This design comes from an exercise in tuning for small area and a short achievable clock period on the open sky130 flow, not from production work.
Where RTL was checked, it was by simulation tests only, not by an equivalence proof against the original.
Power figures rest on the tool's default switching activity, not on a simulated workload.

## job 8369
// mac_array_2x2
module mac_array_2x2
#(
  parameter int DATA_W = mac_pkg::DATA_W,
  parameter int ACC_W  = mac_pkg::ACC_W
) (
  input  logic                  clk,
  input  logic                  rst_n,
  input  logic                  en,
  input  logic                  clear,
  input  logic [4*DATA_W-1:0]   a,
  input  logic [4*DATA_W-1:0]   b,
  output logic [4*ACC_W-1:0]    acc
);
  for (genvar gi = 0; gi < 2; gi++) begin : g_row
    for (genvar gj = 0; gj < 2; gj++) begin : g_col
      mac_pe #(
        .DATA_W (DATA_W),
        .ACC_W  (ACC_W)
      ) u_pe (
        .clk   (clk),
        .rst_n (rst_n),
        .en    (en),
        .clear (clear),
        .a     (a[(2*gi+gj)*DATA_W +: DATA_W]),
        .b     (b[(2*gi+gj)*DATA_W +: DATA_W]),
        .acc   (acc[(2*gi+gj)*ACC_W +: ACC_W])
      );
    end
  end
endmodule
==> flow/config.mk <==
export PLATFORM = sky130hd
export DESIGN_NAME = mac_array_2x2
export DESIGN_NICKNAME = mac_array_2x2
export VERILOG_FILES = /design/flow/design.v
export SDC_FILE = /design/flow/constraint.sdc
export NUM_CORES = 4
export LEC_CHECK = 0
export CAP_MARGIN = 20
export CORE_MARGIN = 2
export CORE_UTILIZATION = 40
export SETUP_SLACK_MARGIN = 1.0
export SLEW_MARGIN = 20
==> flow/constraint.sdc <==
create_clock -name core_clock -period 6.5 [get_ports {clk}]
set_input_delay 1.3000 -clock core_clock [delete_from_list [all_inputs] [get_ports {clk}]]
set_output_delay 1.3000 -clock core_clock [all_outputs]
set_load 0.01 [all_outputs]
standard.sh (not shown) runs the stock make flow with config.mk's settings and CLKGATE_MAP_FILE= SYNTH_SCRIPT=/design/flow/synth_recipe.tcl, a recipe that flattens the netlist after the stock synthesis.
==> flow/flow/run.sh <==
#!/bin/bash
# Layout: the standard flow (standard.sh), with the port buffers that
# global placement inserts made plain buf_2 cells instead of the delay buffers
# the resizer picks by default.  make's full output goes to standard.log; each
# ORFS step also keeps its own log under orfs/logs/.
set -euo pipefail
export BUFFER_PORTS_ARGS="-buffer_cell sky130_fd_sc_hd__buf_2"
bash standard.sh > standard.log 2>&1
Input changes introduced in job 6340 (baseline for comparison: job 8369):
Settings: removing SETUP_SLACK_MARGIN (formerly 1.0).
==> flow/run.sh (new file) <==
#!/bin/bash
# synth_recipe.tcl (not shown) runs the flow's synth.tcl, then flattens the netlist and writes it again
# the make line also repeats each setting of config.mk as NAME=value (left out here)
make -C /OpenROAD-flow-scripts/flow DESIGN_CONFIG=/design/flow/config.mk WORK_HOME=/design/flow/orfs CLKGATE_MAP_FILE= SYNTH_SCRIPT=/design/flow/synth_recipe.tcl finish
removed: flow/flow/run.sh
removed: flow/standard.sh
Results
- For cell count, job 8369 and job 6340 come out practically identical.
- Job 6340 vs job 8369: setup slack down
- When job 6340 is measured against job 8369, its relative area of non-clock buffer cells in the final design turns out 4.6 points higher.
- The global-route wire length before repair in job 6340 sits 1.2 mm above the value recorded for job 8369.
- Against job 8369, job 6340 comes in 360 ps higher on shortest period the worst path allows.
- The fraction of area in clock buffers and inverters on job 8369 is in line with that on job 6340.
- Cmp job 6340 and job 8369 / clock buffer count in the final layout / lower: job 6340
Inputs modified between job 6340 and job 4868:
Settings: SETUP_SLACK_MARGIN now 1.0, previously not set.
Notes after the runs:
- Measured against each other, job 4868 and job 6340 differ in final worst-path cycle share, the lower figure coming from job 4868.
- Reported for job 4868 and job 6340, number of tap cells added at floorplan turned out identical to the last digit.
- Of the two values seen for cell with the largest stage delay on the worst path, sky130_fd_sc_hd__fa_1 was produced by job 6340 and sky130_fd_sc_hd__clkdlybuf4s50_1 by job 4868.
- Higher part of the power in the clock network among job 4868 and job 6340: job 4868
- Taking job 6340 as the reference, in job 4868 pre-CTS setup slack went down by 120 ps, highest cell delay on the worst timing path now sits at about the same level, area used by multi-input combinational logic moved up, non-clock buffer count rose 1.4%.
- Compared with job 6340, in job 4868 total power +4.1%; register-to-register slack rose by 30 ps; pin slew with the least headroom to its limit shrank by 93 ps.

* * *

Another version of the RTL of mac_array_2x2 (not shown whole).
For scale: roughly 1700 cells after synthesis, ~170 flip-flops, about 200 I/O pins.
==> flow/config.mk <==
export PLATFORM = sky130hd
export DESIGN_NAME = mac_array_2x2
export DESIGN_NICKNAME = mac_array_2x2
export VERILOG_FILES = /design/flow/design.v
export SDC_FILE = /design/flow/constraint.sdc
export NUM_CORES = 4
export LEC_CHECK = 0
export CAP_MARGIN = 20
export CORE_MARGIN = 2
export CORE_UTILIZATION = 55
export CTS_BUF_LIST = sky130_fd_sc_hd__clkbuf_4 sky130_fd_sc_hd__clkbuf_8
export PLACE_DENSITY = 0.8
export SETUP_SLACK_MARGIN = 2.3
export SLEW_MARGIN = 20
export SYNTH_HIERARCHICAL = 1
export SYNTH_MINIMUM_KEEP_SIZE = 0
==> flow/constraint.sdc <==
create_clock -name core_clock -period 6.5 [get_ports {clk}]
set_input_delay 1.3000 -clock core_clock [delete_from_list [all_inputs] [get_ports {clk}]]
set_output_delay 1.3000 -clock core_clock [all_outputs]
set_load 0.01 [all_outputs]
==> flow/flow/run.sh <==
#!/bin/bash
# Layout: the standard flow (standard.sh), with the port buffers that
# global placement inserts made plain buf_1 cells (the resizer sizes them up
# where timing needs it) instead of the delay buffers the resizer picks by
# default.  make's full output goes to standard.log; each ORFS step also keeps
# its own log under orfs/logs/.
set -euo pipefail
export BUFFER_PORTS_ARGS="-buffer_cell sky130_fd_sc_hd__buf_1"
bash standard.sh > standard.log 2>&1
Rerun with:
CAP_MARGIN = 5   (was 20)
CORE_UTILIZATION = 40   (was 55)
PLACE_DENSITY = default   (was 0.8)
SLEW_MARGIN = 5   (was 20)
The changed run finished clean.
Cell area increases slightly.
Via count drops by a few percent.
Routed wire length rises by a few percent.
Worst setup slack gets better by 84 ps.
Rerun with:
CAP_MARGIN = 20   (was 5)
CORE_UTILIZATION = 55   (was 40)
GPL_ROUTABILITY_DRIVEN = 0   (was default)
SLEW_MARGIN = 20   (was 5)
=> Setup slack got worse by 52 ps. Routed wire length shrinks by a few percent. Hold slack is better by 4.4 ps. Final area went down slightly. Flip-flop and latch count does not change. Via count goes down slightly.
Rerun with:
CORE_UTILIZATION = 40   (was 55)
GPL_ROUTABILITY_DRIVEN = default   (was 0)
Outcome: Worst hold slack got worse by 4.4 ps; area after synthesis is unchanged; sequential power is about the same; total power came out higher slightly; worst setup slack improved by 52 ps; via count came out higher slightly; die area came out higher by well over a third.

* * *

mac_array_2x2, a different RTL version from the one above (not shown whole).
For scale: roughly 200 flip-flops.
==> flow/config.mk <==
export PLATFORM = sky130hd
export DESIGN_NAME = mac_array_2x2
export DESIGN_NICKNAME = mac_array_2x2
export VERILOG_FILES = /design/flow/design.v
export SDC_FILE = /design/flow/constraint.sdc
export NUM_CORES = 4
export LEC_CHECK = 0
export CAP_MARGIN = 20
export CORE_MARGIN = 2
export CORE_UTILIZATION = 40
export SETUP_SLACK_MARGIN = 2.5
export SLEW_MARGIN = 20
==> flow/constraint.sdc <==
create_clock -name core_clock -period 6.5 [get_ports {clk}]
set_input_delay 1.3000 -clock core_clock [delete_from_list [all_inputs] [get_ports {clk}]]
set_output_delay 1.3000 -clock core_clock [all_outputs]
set_load 0.01 [all_outputs]
==> flow/flow/run.sh <==
#!/bin/bash
# Layout: the standard flow (standard.sh), with the port buffers that
# global placement inserts made plain buf_2 cells instead of the delay buffers
# the resizer picks by default.  make's full output goes to standard.log; each
# ORFS step also keeps its own log under orfs/logs/.
set -euo pipefail
export BUFFER_PORTS_ARGS="-buffer_cell sky130_fd_sc_hd__buf_2"
bash standard.sh > standard.log 2>&1
==> next run, changes <==
--- a/flow/config.mk
+++ b/flow/config.mk
@@ -10,3 +10,3 @@
 export CORE_UTILIZATION = 40
-export SETUP_SLACK_MARGIN = 2.5
+export SETUP_SLACK_MARGIN = 2.0
 export SLEW_MARGIN = 20
Total power goes down by 8.4%.
Die area does not change.
Setup slack got worse by 0.050 ns.
==> next run, changes <==
--- a/flow/config.mk
+++ b/flow/config.mk
@@ -9,3 +9,3 @@
 export CORE_MARGIN = 2
-export CORE_UTILIZATION = 40
+export CORE_UTILIZATION = 55
 export SETUP_SLACK_MARGIN = 2.0
What happened:
- die area fell by 27%
- fmax fell by 0.36%
- combinational power fell by about 2%
- clock power rose by about 8%
- total power rose by 0.67%
- routed wire length fell by 6.4%
- clock skew fell by 0.012 ns
- critical path depth does not change
- non-clock buffer count fell by 9
- global-route usage rose by 5.3 points
- synthesized area stays the same
==> next run, changes <==
--- a/flow/config.mk
+++ b/flow/config.mk
@@ -9,3 +9,3 @@
 export CORE_MARGIN = 2
-export CORE_UTILIZATION = 55
+export CORE_UTILIZATION = 70
 export SETUP_SLACK_MARGIN = 2.0
Effect: The changed run finished with timing, DRC and antenna clean. Synthesized area does not change. Global-route usage increases by 5.9 points. Sequential share of layout area increases by 0.24 points. Clock-buffer cell count increases by 2. Cell area decreases by 1.2%. Routed wire length decreases by 0.48%.
==> next run, changes <==
==> flow/flow/run.sh (replaced) <==
#!/bin/bash
# Layout: the standard flow (standard.sh), with the port buffers that
# global placement inserts made plain buf_2 cells instead of the delay buffers
# the resizer picks by default, and ORFS's power recovery after global route
# (it downsizes gates on paths that keep slack).  make's full output goes to
# standard.log; each ORFS step also keeps its own log under orfs/logs/.
set -euo pipefail
export BUFFER_PORTS_ARGS="-buffer_cell sky130_fd_sc_hd__buf_2"
export RECOVER_POWER=100
bash standard.sh > standard.log 2>&1
--- a/flow/config.mk
+++ b/flow/config.mk
@@ -9,3 +9,3 @@
 export CORE_MARGIN = 2
-export CORE_UTILIZATION = 70
+export CORE_UTILIZATION = 40
 export SETUP_SLACK_MARGIN = 2.0
Now the flow completed and failed the layout checks on capacitance limit, slew limit.
Synthesized area does not change.
Setup slack gets worse by 0.74 ns.
Fmax falls by 14%.
Cell area rises by 0.67%.
Hold slack gets worse by 0.0037 ns.

* * *

run A:
mac_array_2x2, a different RTL version from the one above (not shown whole).
For scale: ~1,900 cells after synthesis, roughly 180 flip-flops.
Settings: LEC_CHECK=0, CAP_MARGIN=20, CORE_MARGIN=2, CORE_UTILIZATION=40, SETUP_SLACK_MARGIN=1.8, SLEW_MARGIN=20; clock period 6.5 ns.
==> flow/flow/run.sh <==
#!/bin/bash
# Layout: the standard flow (standard.sh), with the port buffers that
# global placement inserts made plain buf_2 cells instead of the delay buffers
# the resizer picks by default.  make's full output goes to standard.log; each
# ORFS step also keeps its own log under orfs/logs/.
set -euo pipefail
export BUFFER_PORTS_ARGS="-buffer_cell sky130_fd_sc_hd__buf_2"
bash standard.sh > standard.log 2>&1
Modified inputs, run B compared to run A
Settings: changing SETUP_SLACK_MARGIN from 1.8 to 2.0.
==> flow/flow/run.sh <==
#!/bin/bash
# Layout: the standard flow (standard.sh), with the port buffers that
# global placement inserts made plain buf_1 cells (the resizer sizes them up
# where timing needs it) instead of the delay buffers the resizer picks by
# default.  make's full output goes to standard.log; each ORFS step also keeps
# its own log under orfs/logs/.
set -euo pipefail
export BUFFER_PORTS_ARGS="-buffer_cell sky130_fd_sc_hd__buf_1"
bash standard.sh > standard.log 2>&1
## What came out
- Summary of run B over run A: global-route met3 utilization neither gained nor lost much, wire length picked up an extra 2.1%, post-cts resize count picked up an extra 19.
- Of run A and run B, run B shows the lower area added between synthesis and finish, with run A above it.
- Compared run B against run A; combinational power within noise.
- Power down about 1.9% in run B wrt run A
- Number of buffer and inverter instances along the worst setup path: run B vs run A down 1
- The sequential share of layout area on run B is in line with that on run A.
- Run A and run B ended up with nearly the same first-pass GRT wire length.
No run of this note included a check of the RTL's function; only the layout flow was run.

==> separate check: timing with driven ports <==
Ports are ideal in the flow. The routed layouts listed here were re-timed in OpenROAD. Step 1 sets driving cells, clkbuf_16 on the clock port and buf_2 on the other inputs (assumed; they add their load-dependent delay and slew). Step 2 also shifts input and output timing later by t, the mid clock arrival at the registers, as if the neighbouring blocks saw the same clock. Three values: ideal ports, drivers, drivers and shift; two values: the first two.
run	t (ns)	slack for setup (ns)	clock arrival spread, ns	worst data-port slew with drivers (ns)	pins driven straight from the clock port
job 8369	0.529	1.195 / 1.161 / 0.632	0.018 / 0.018	0.08	1
job 6340	0.512	0.838 / 0.829 / 0.356	0.013 / 0.013	0.05	1
job 4868	0.530	1.127 / 1.157 / 0.626	0.023 / 0.023	0.06	1
the first run of note 2	0.534	2.319 / 2.334 / 1.801	0.017 / 0.017	0.06	1
the second run of note 2	0.613	2.402 / 2.411 / 1.805	0.020 / 0.020	0.06	1
the third run of note 2	0.526	2.350 / 2.365 / 1.839	0.009 / 0.008	0.07	1
the fourth run of note 2	0.613	2.402 / 2.411 / 1.805	0.020 / 0.020	0.06	1
the first run of note 3	0.536	2.201 / 2.150 / 2.121	0.018 / 0.017	0.08	1
the second run of note 3	0.546	2.151 / 2.095 / 1.771	0.025 / 0.025	0.08	1
the third run of note 3	0.510	2.135 / 2.081 / 1.822	0.013 / 0.014	0.06	1
the fourth run of note 3	0.487	2.089 / 2.036 / 1.788	0.020 / 0.020	0.07	1
the fifth run of note 3	0.546	1.351 / 1.295 / 0.835	0.025 / 0.025	0.08	1
run A	0.540	2.035 / 1.978 / 1.531	0.012 / 0.011	0.07	1
run B	0.540	2.089 / 2.036 / 1.851	0.013 / 0.013	0.09	1
